Context: an optimization exercise on an open-source flow, tuned for small area and a short achievable clock period. The choices shown serve that exercise and are no tape-out recipe.
In this exercise RTL edits were held to simulation tests only and were not proved equivalent to the original.
Power and IR drop assume default switching activity.

==> inputs of v18 <==
==> flow/design.v <==
module ama_riscv_icache_resp #(
    parameter int unsigned SETS       = 16,
    parameter int unsigned LINE_WORDS = 4
) (
    input  logic                       clk,
    input  logic                       rst,
    input  logic                       imem_req_valid_i,
    output logic                       imem_req_ready_o,
    input  logic [31:0]                imem_req_data_i,
    output logic                       imem_rsp_valid_o,
    input  logic                       imem_rsp_ready_i,
    output logic [31:0]                imem_rsp_data_o,
    output logic                       mem_req_valid_o,
    input  logic                       mem_req_ready_i,
    output logic [31:0]                mem_req_data_o,
    input  logic                       mem_rsp_valid_i,
    output logic                       mem_rsp_ready_o,
    input  logic [32*LINE_WORDS-1:0]   mem_rsp_data_i,
    input  logic                       inv_all_i,
    output logic [31:0]                hit_cnt_o,
    output logic [31:0]                miss_cnt_o
);
    localparam int unsigned OFF_W  = $clog2(LINE_WORDS);
    localparam int unsigned IDX_W  = $clog2(SETS);
    localparam int unsigned TAG_W  = 32 - 2 - OFF_W - IDX_W;
    localparam int unsigned LINE_W = 32 * LINE_WORDS;
    logic               mreq_valid_q, mrsp_ready_q, refill_q, inv_pend_q;
    logic               rsp_valid_q;
    logic               acc_st_q;       
    logic               acc_free_q;     
    logic [SETS-1:0]    valid_q;
    logic [31:0]        hit_cnt_q, miss_cnt_q;
    logic [TAG_W-1:0]   addr_tag_q;
    logic [IDX_W-1:0]   addr_idx_q;
    logic [OFF_W-1:0]   addr_off_q;
    logic [31:0]        rsp_data_q;
    logic [TAG_W-1:0]   tag_q  [SETS];
    logic [LINE_W-1:0]  data_q [SETS];
    logic [TAG_W-1:0]   req_tag;
    logic [IDX_W-1:0]   req_idx;
    logic [OFF_W-1:0]   req_off;
    logic               unused_byte_off;
    assign req_tag         = imem_req_data_i[31 -: TAG_W];
    assign req_idx         = imem_req_data_i[2+OFF_W +: IDX_W];
    assign req_off         = imem_req_data_i[2 +: OFF_W];
    assign unused_byte_off = ^imem_req_data_i[1:0];
    logic req_ready, req_acc, lookup_hit, acc_hit, acc_miss;
    logic mreq_fire, mrsp_fire, rsp_hold;
    assign req_ready  = acc_free_q | (acc_st_q & imem_rsp_ready_i);
    assign req_acc    = imem_req_valid_i & req_ready;
    assign acc_hit    = req_acc & lookup_hit;
    assign acc_miss   = req_acc & ~lookup_hit;
    assign mreq_fire  = mreq_valid_q & mem_req_ready_i;
    assign mrsp_fire  = mrsp_ready_q & mem_rsp_valid_i;
    assign rsp_hold   = rsp_valid_q & ~imem_rsp_ready_i;
    logic [SETS-1:0]       idx_oh;
    logic [LINE_WORDS-1:0] off_oh;
    logic [31:0]           lookup_word, refill_word;
    always_comb begin
        for (int i = 0; i < int'(SETS); i++)
            idx_oh[i] = (req_idx == IDX_W'(i));
        for (int w = 0; w < int'(LINE_WORDS); w++)
            off_oh[w] = (req_off == OFF_W'(w));
        lookup_word = '0;
        for (int i = 0; i < int'(SETS); i++)
            for (int w = 0; w < int'(LINE_WORDS); w++)
                lookup_word = lookup_word |
                    ({32{idx_oh[i] & off_oh[w]}} & data_q[i][w*32 +: 32]);
        refill_word = mem_rsp_data_i[addr_off_q*32 +: 32];
    end
    logic [SETS-1:0] set_eq;
    always_comb begin
        for (int i = 0; i < int'(SETS); i++)
            set_eq[i] = valid_q[i] && (tag_q[i] == req_tag);
        lookup_hit = |(set_eq & idx_oh);
    end
    logic mreq_valid_d, mrsp_ready_d, refill_d, rsp_valid_d, acc_st_d;
    logic inv_clear;
    assign mreq_valid_d = acc_miss | (mreq_valid_q & ~mem_req_ready_i);
    assign mrsp_ready_d = mreq_fire | (mrsp_ready_q & ~mem_rsp_valid_i);
    assign refill_d     = mrsp_fire;
    assign rsp_valid_d  = acc_hit | mrsp_fire | (rsp_hold & ~acc_miss);
    assign acc_st_d     = ~(mreq_valid_d | mrsp_ready_d);
    assign inv_clear    = acc_st_q & (inv_all_i | (refill_q & inv_pend_q));
    always_ff @(posedge clk or posedge rst) begin
        if (rst) begin
            mreq_valid_q <= 1'b0;
            mrsp_ready_q <= 1'b0;
            refill_q     <= 1'b0;
            inv_pend_q   <= 1'b0;
            rsp_valid_q  <= 1'b0;
            acc_st_q     <= 1'b1;
            acc_free_q   <= 1'b1;
            valid_q      <= '0;
            hit_cnt_q    <= '0;
            miss_cnt_q   <= '0;
        end else begin
            mreq_valid_q <= mreq_valid_d;
            mrsp_ready_q <= mrsp_ready_d;
            refill_q     <= refill_d;
            inv_pend_q   <= ~refill_q & (inv_pend_q | (~acc_st_q & inv_all_i));
            rsp_valid_q  <= rsp_valid_d;
            acc_st_q     <= acc_st_d;
            acc_free_q   <= acc_st_d & ~rsp_valid_d;
            for (int i = 0; i < int'(SETS); i++) begin
                if (inv_clear)
                    valid_q[i] <= 1'b0;
                else if (mrsp_fire && addr_idx_q == IDX_W'(i))
                    valid_q[i] <= 1'b1;
            end
            if (acc_hit)
                hit_cnt_q <= hit_cnt_q + 32'd1;
            if (acc_miss)
                miss_cnt_q <= miss_cnt_q + 32'd1;
        end
    end
    always_ff @(posedge clk) begin
        if (acc_st_q) begin
            addr_tag_q <= req_tag;
            addr_idx_q <= req_idx;
            addr_off_q <= req_off;
        end
    end
    always_ff @(posedge clk) begin
        if (!rsp_hold)
            rsp_data_q <= mrsp_ready_q ? refill_word : lookup_word;
    end
    always_ff @(posedge clk) begin
        for (int i = 0; i < int'(SETS); i++) begin
            if (mrsp_ready_q && addr_idx_q == IDX_W'(i)) begin
                tag_q[i]  <= addr_tag_q;
                data_q[i] <= mem_rsp_data_i;
            end
        end
    end
    assign imem_req_ready_o = req_ready;
    assign imem_rsp_valid_o = rsp_valid_q;
    assign imem_rsp_data_o  = rsp_data_q;
    assign mem_req_valid_o  = mreq_valid_q;
    assign mem_req_data_o   = {addr_tag_q, addr_idx_q, (OFF_W+2)'(0)};
    assign mem_rsp_ready_o  = mrsp_ready_q;
    assign hit_cnt_o        = hit_cnt_q;
    assign miss_cnt_o       = miss_cnt_q;
endmodule
==> flow/run.sh <==
#!/bin/bash
# synth_recipe.tcl (not shown) runs the flow's synth.tcl, then flattens the netlist and writes it again
# the make line also repeats each setting of config.mk as NAME=value (left out here)
make -C /OpenROAD-flow-scripts/flow DESIGN_CONFIG=/design/flow/config.mk WORK_HOME=/design/flow/orfs CLKGATE_MAP_FILE= SYNTH_SCRIPT=/design/flow/synth_recipe.tcl finish
==> flow/config.mk <==
export PLATFORM = sky130hd
export DESIGN_NAME = ama_riscv_icache_resp
export DESIGN_NICKNAME = ama_riscv_icache_resp
export VERILOG_FILES = /design/flow/design.v
export SDC_FILE = /design/flow/constraint.sdc
export NUM_CORES = 4
export LEC_CHECK = 0
export CAP_MARGIN = 20
export CORE_MARGIN = 2
export CORE_UTILIZATION = 60
export CTS_BUF_LIST = sky130_fd_sc_hd__clkbuf_8 sky130_fd_sc_hd__clkbuf_16
export CTS_CLUSTER_DIAMETER = 80
export CTS_CLUSTER_SIZE = 24
export SETUP_SLACK_MARGIN = 1.4
export SLEW_MARGIN = 20
export TNS_END_PERCENT = 100
==> flow/constraint.sdc <==
create_clock -name core_clock -period 4.0 [get_ports {clk}]
set_input_delay 0.8000 -clock core_clock [delete_from_list [all_inputs] [get_ports {clk}]]
set_output_delay 0.8000 -clock core_clock [all_outputs]
set_load 0.01 [all_outputs]
==> inputs of v34, as changes to v18 <==
--- a/flow/config.mk
+++ b/flow/config.mk
@@ -12,5 +12,5 @@
 export CTS_CLUSTER_DIAMETER = 80
 export CTS_CLUSTER_SIZE = 24
-export SETUP_SLACK_MARGIN = 1.4
+export SETUP_SLACK_MARGIN = 2.5
 export SLEW_MARGIN = 20
-export TNS_END_PERCENT = 100
+export TNS_END_PERCENT = 5
==> qor summary <==
Wire length per cell: v18 41.7 um; v34 41.7 um
Gr usage total: v18 43.0%; v34 43.7%
Pin count of the biggest net entering global routing: v18 86; v34 102
Required time reported for the critical path endpoint: v18 4750 ps; v34 4570 ps
Footprint of the flip-flops and latches: v18 0.0771 sq mm; v34 0.0771 sq mm
Fraction of standard cell area in multi-input logic: v18 16.9%; v34 16.9%
Wire length of the first global-routing pass: v18 475000 um; v34 483000 um
Endpoint of the worst register-to-register path: v18 hit_cnt_q[27]; v34 miss_cnt_q[30]
Setup slack of the most critical reg-to-reg path: v18 1120 ps; v34 1340 ps
Layout non-clock buf frac: v18 10.9%; v34 12.6%
Worst clock skew: v18 34.1 ps; v34 42.1 ps
Fill cell total of the finished layout: v18 9629; v34 9414
Routed length on met1: v18 122000 um; v34 122000 um
Core utilization of the finished layout: v18 73.3%; v34 74.8%
Delay of the slowest critical-path stage: v18 470 ps; v34 420 ps
Setup Buffers After CTS: v18 193; v34 308
Post-layout power: v18 0.0543 W; v34 0.0542 W
Status: v18 finished clean; v34 finished clean
Endpoint of the worst setup timing path: v18 hit_cnt_q[27]; v34 rsp_data_q[5]
Number of cell instances on the worst register-to-register path: v18 15; v34 14

[separate check: timing with driven ports]
No port has a modelled driver above. Below, the same layouts with a new extraction and two added sets of constraints.
Step 1 sets driving cells, clkbuf_16 on the clock port and buf_2 on the other inputs (assumed; they add their load-dependent delay and slew).
Step 2, shift: input delay + t, output delay - t, t = (earliest + latest rising clock arrival at the registers) / 2. This alone moves slack from input paths to output paths.
a / b / c = ideal ports / drivers / drivers and shift; a / b = the first two.
run	t (ns)	setup WS [ns]	worst setup path at the end	slew at the worst register clock pin (ns)
v18	0.909	1.074 / 1.120 / 0.237	input to register	0.10 / 0.10
v34	0.893	1.293 / 1.321 / 0.438	input to register	0.10 / 0.10
After both steps every run listed still meets setup and hold. For v34, which loses most, drivers alone change the setup slack by +0.028 ns; drivers and shift together by -0.855 ns.
